From an optimization exercise on the open Yosys and OpenROAD flow, aimed at small area, a short achievable clock period and few clock cycles per item; shortcuts taken in it are not production practice. Function was checked by simulation only, so behaviour that the tests miss may differ from the original. No activity file was given, so power comes from the tool's default toggle rates.

== run 1 ==
==> flow/design.v <==
module icache_resp #(
    parameter int NUM_LINES = 2,
    parameter int LINE_WORDS = 4
) (
    input  logic        i_clk,
    input  logic        i_rst,
    input  logic        i_req_valid,
    input  logic [31:0] i_req_addr,
    input  logic        i_flush,
    output logic [31:0] o_inst,
    output logic        o_inst_valid,
    output logic        o_stall,
    output logic        o_mem_req,
    output logic [31:0] o_mem_addr,
    input  logic        i_mem_ack,
    input  logic [31:0] i_mem_rdata,
    output logic [31:0] o_hit_cnt,
    output logic [31:0] o_miss_cnt
);
    localparam int OFF_W = $clog2(LINE_WORDS);
    localparam int IDX_W = $clog2(NUM_LINES);
    localparam int TAG_W = 30 - OFF_W - IDX_W;
    logic [LINE_WORDS-1:0] valid_r [NUM_LINES];
    logic [TAG_W-1:0]      tag_r   [NUM_LINES];
    logic [31:0]           data_r  [NUM_LINES][LINE_WORDS];
    logic [OFF_W-1:0]      req_off_s;
    logic [IDX_W-1:0]      req_idx_s;
    logic [TAG_W-1:0]      req_tag_s;
    logic                  tag_eq_s;
    logic [NUM_LINES-1:0]  line_hit_s;
    logic [31:0]           hit_word_s;
    logic                  hit_s;
    logic                  miss_s;
    logic                  fill_s;
    logic                  unused_s;
    assign req_off_s = i_req_addr[2 +: OFF_W];
    assign req_idx_s = i_req_addr[2 + OFF_W +: IDX_W];
    assign req_tag_s = i_req_addr[31 -: TAG_W];
    assign unused_s  = ^i_req_addr[1:0];
    assign tag_eq_s  = (tag_r[req_idx_s] == req_tag_s);
    always_comb begin
        hit_word_s = 32'd0;
        for (int i = 0; i < NUM_LINES; i++) begin
            line_hit_s[i] = (req_idx_s == IDX_W'(i)) & valid_r[i][req_off_s] &
                            (tag_r[i] == req_tag_s);
            hit_word_s    = hit_word_s | ({32{line_hit_s[i]}} & data_r[i][req_off_s]);
        end
    end
    assign hit_s     = i_req_valid & (|line_hit_s);
    assign miss_s    = i_req_valid & ~hit_s;
    assign fill_s    = miss_s & i_mem_ack & ~i_flush;
    assign o_mem_req    = miss_s;
    assign o_mem_addr   = {i_req_addr[31:2], 2'b00};
    assign o_inst_valid = hit_s | (miss_s & i_mem_ack);
    assign o_stall      = ~o_inst_valid;
    assign o_inst       = hit_word_s | ({32{~(|line_hit_s)}} & i_mem_rdata);
    always_ff @(posedge i_clk) begin
        if (i_rst || i_flush) begin
            for (int i = 0; i < NUM_LINES; i++) begin
                valid_r[i] <= '0;
            end
        end else if (fill_s) begin
            if (tag_eq_s) begin
                valid_r[req_idx_s][req_off_s] <= 1'b1;
            end else begin
                valid_r[req_idx_s] <= LINE_WORDS'(1) << req_off_s;
            end
        end
    end
    always_ff @(posedge i_clk) begin
        if (fill_s) begin
            data_r[req_idx_s][req_off_s] <= i_mem_rdata;
            tag_r[req_idx_s]             <= req_tag_s;
        end
    end
    assign o_hit_cnt  = 32'd0;
    assign o_miss_cnt = 32'd0;
endmodule
export LEC_CHECK = 0
export CAP_MARGIN = 20
export CORE_MARGIN = 2
export CORE_UTILIZATION = 40
export SETUP_SLACK_MARGIN = 1.5
export SLEW_MARGIN = 20
create_clock -name core_clock -period 6.5 [get_ports {i_clk}]
standard.sh (not shown) runs the stock make flow with config.mk's settings and CLKGATE_MAP_FILE= SYNTH_SCRIPT=/design/flow/synth_recipe.tcl, a recipe that flattens the netlist after the stock synthesis.
==> flow/flow/run.sh <==
#!/bin/bash
# The standard layout, with one change: the constant outputs share the single tie cell
# that synthesis makes, instead of one tie cell per constant output pin.
set -euo pipefail
export SKIP_REPAIR_TIE_FANOUT=1
bash standard.sh finish > layout.log 2>&1
Run 1: no failed stages, no open violations at the end
Testbench counts of run 1, summed over its fixed seeds: cycles 31,720, fetches 24,000.
The inputs of run 2 differ from those of run 1 as listed below.
Settings: SETUP_SLACK_MARGIN removed (was 1.5).
## What came out
Looking at the reports, run 2 completed the entire flow and the layout it produced met the timing, design-rule and antenna checks.
Compared with run 1, in run 2 switching portion of total power comparable; setup slack went down 0.62 ns; global-route wire length before repair fell by 140 µm.
Diff run 2..run 1 | fraction of the mapped netlist area in simple logic gates | unchanged
Comparing run 1 with run 2, the overall fraction of global-route tracks in use came out essentially unchanged.
[compare] base=run 1 new=run 2: final wirelength has decreased, buffer count excluding the clock tree in the final layout has decreased, portion of total power attributed to sequential cells has remained practically unchanged, power after layout has remained practically unchanged.
Edits applied to the flow inputs when going from run 2 to run 3:
Settings: putting SETUP_SLACK_MARGIN at 3.5 where nothing was set.
Results
- From run 2 to run 3 the numbers moved as follows: cell area now larger; net switching component of the power comparable; maximum frequency now larger; post-cts repair resize count now larger.
- Average footprint of a synthesized cell across run 2 and run 3: no real change.
- Setup slack: run 3 better than run 2
- Origin of the worst setup path = i_req_addr[10]: run 2; origin of the worst setup path = i_req_addr[5]: run 3
- Final cell count, run 3 vs run 2: up by a little under 10%
- Diff run 2 and run 3: clock buffer instance count of the final layout higher in run 2
- Lower delay of the slowest cell on the worst path was reported by run 3, not run 2.
[inputs] run 4 vs run 3
Settings: changing SETUP_SLACK_MARGIN from 3.5 to 2.5.
Results
Against run 3 as the reference, run 4 delivers a lower final cell area excluding filler cells. Run 4 against run 3: worst setup slack decreased by 0.018 ns relative to the old numbers; synthesized cell count closely matched the old numbers; diode insertion count for antenna repair increased by 1 relative to the old numbers. Relative to run 3, the non-clock buffer count measured on run 4 has decreased by more than 10%. The xor/xnor share of the synthesized area of run 4 and that of run 3 are within noise of each other. Where final critical delay including setup and external delays is concerned, run 3 is better than run 4.

-- afterwards: timing with drivers on the ports --
How much do the figures lean on ideal ports? The routed layouts below were timed once more, with nothing changed but the port constraints.
Step 1 (the two cells are an assumption about what drives the block):
set clk [get_ports {i_clk}]
set_driving_cell -lib_cell sky130_fd_sc_hd__clkbuf_16 $clk
set_driving_cell -lib_cell sky130_fd_sc_hd__buf_2 [delete_from_list [all_inputs] $clk]
Step 2, shift: input delay + t, output delay - t, t = (earliest + latest rising clock arrival at the registers) / 2. This alone moves slack from input paths to output paths.
Slacks: ideal / step 1 / step 2; pairs: ideal / step 1.
run | t, ns | setup slack, ns | hold slack, ns
run 1 | 0.554 | 1.409 / 1.386 / 1.386 | 1.066 / 1.054 / 1.113
run 2 | 0.554 | 0.789 / 0.764 / 0.764 | 1.062 / 1.062 / 1.062
run 3 | 0.619 | 1.847 / 1.807 / 1.434 | 0.938 / 0.937 / 1.172
run 4 | 0.554 | 1.829 / 1.782 / 1.398 | 0.987 / 0.982 / 1.211
After both steps every run listed still meets setup and hold. The setup slack of run 4, which loses most, moves by -0.047 ns with the drivers and by -0.431 ns with both steps.
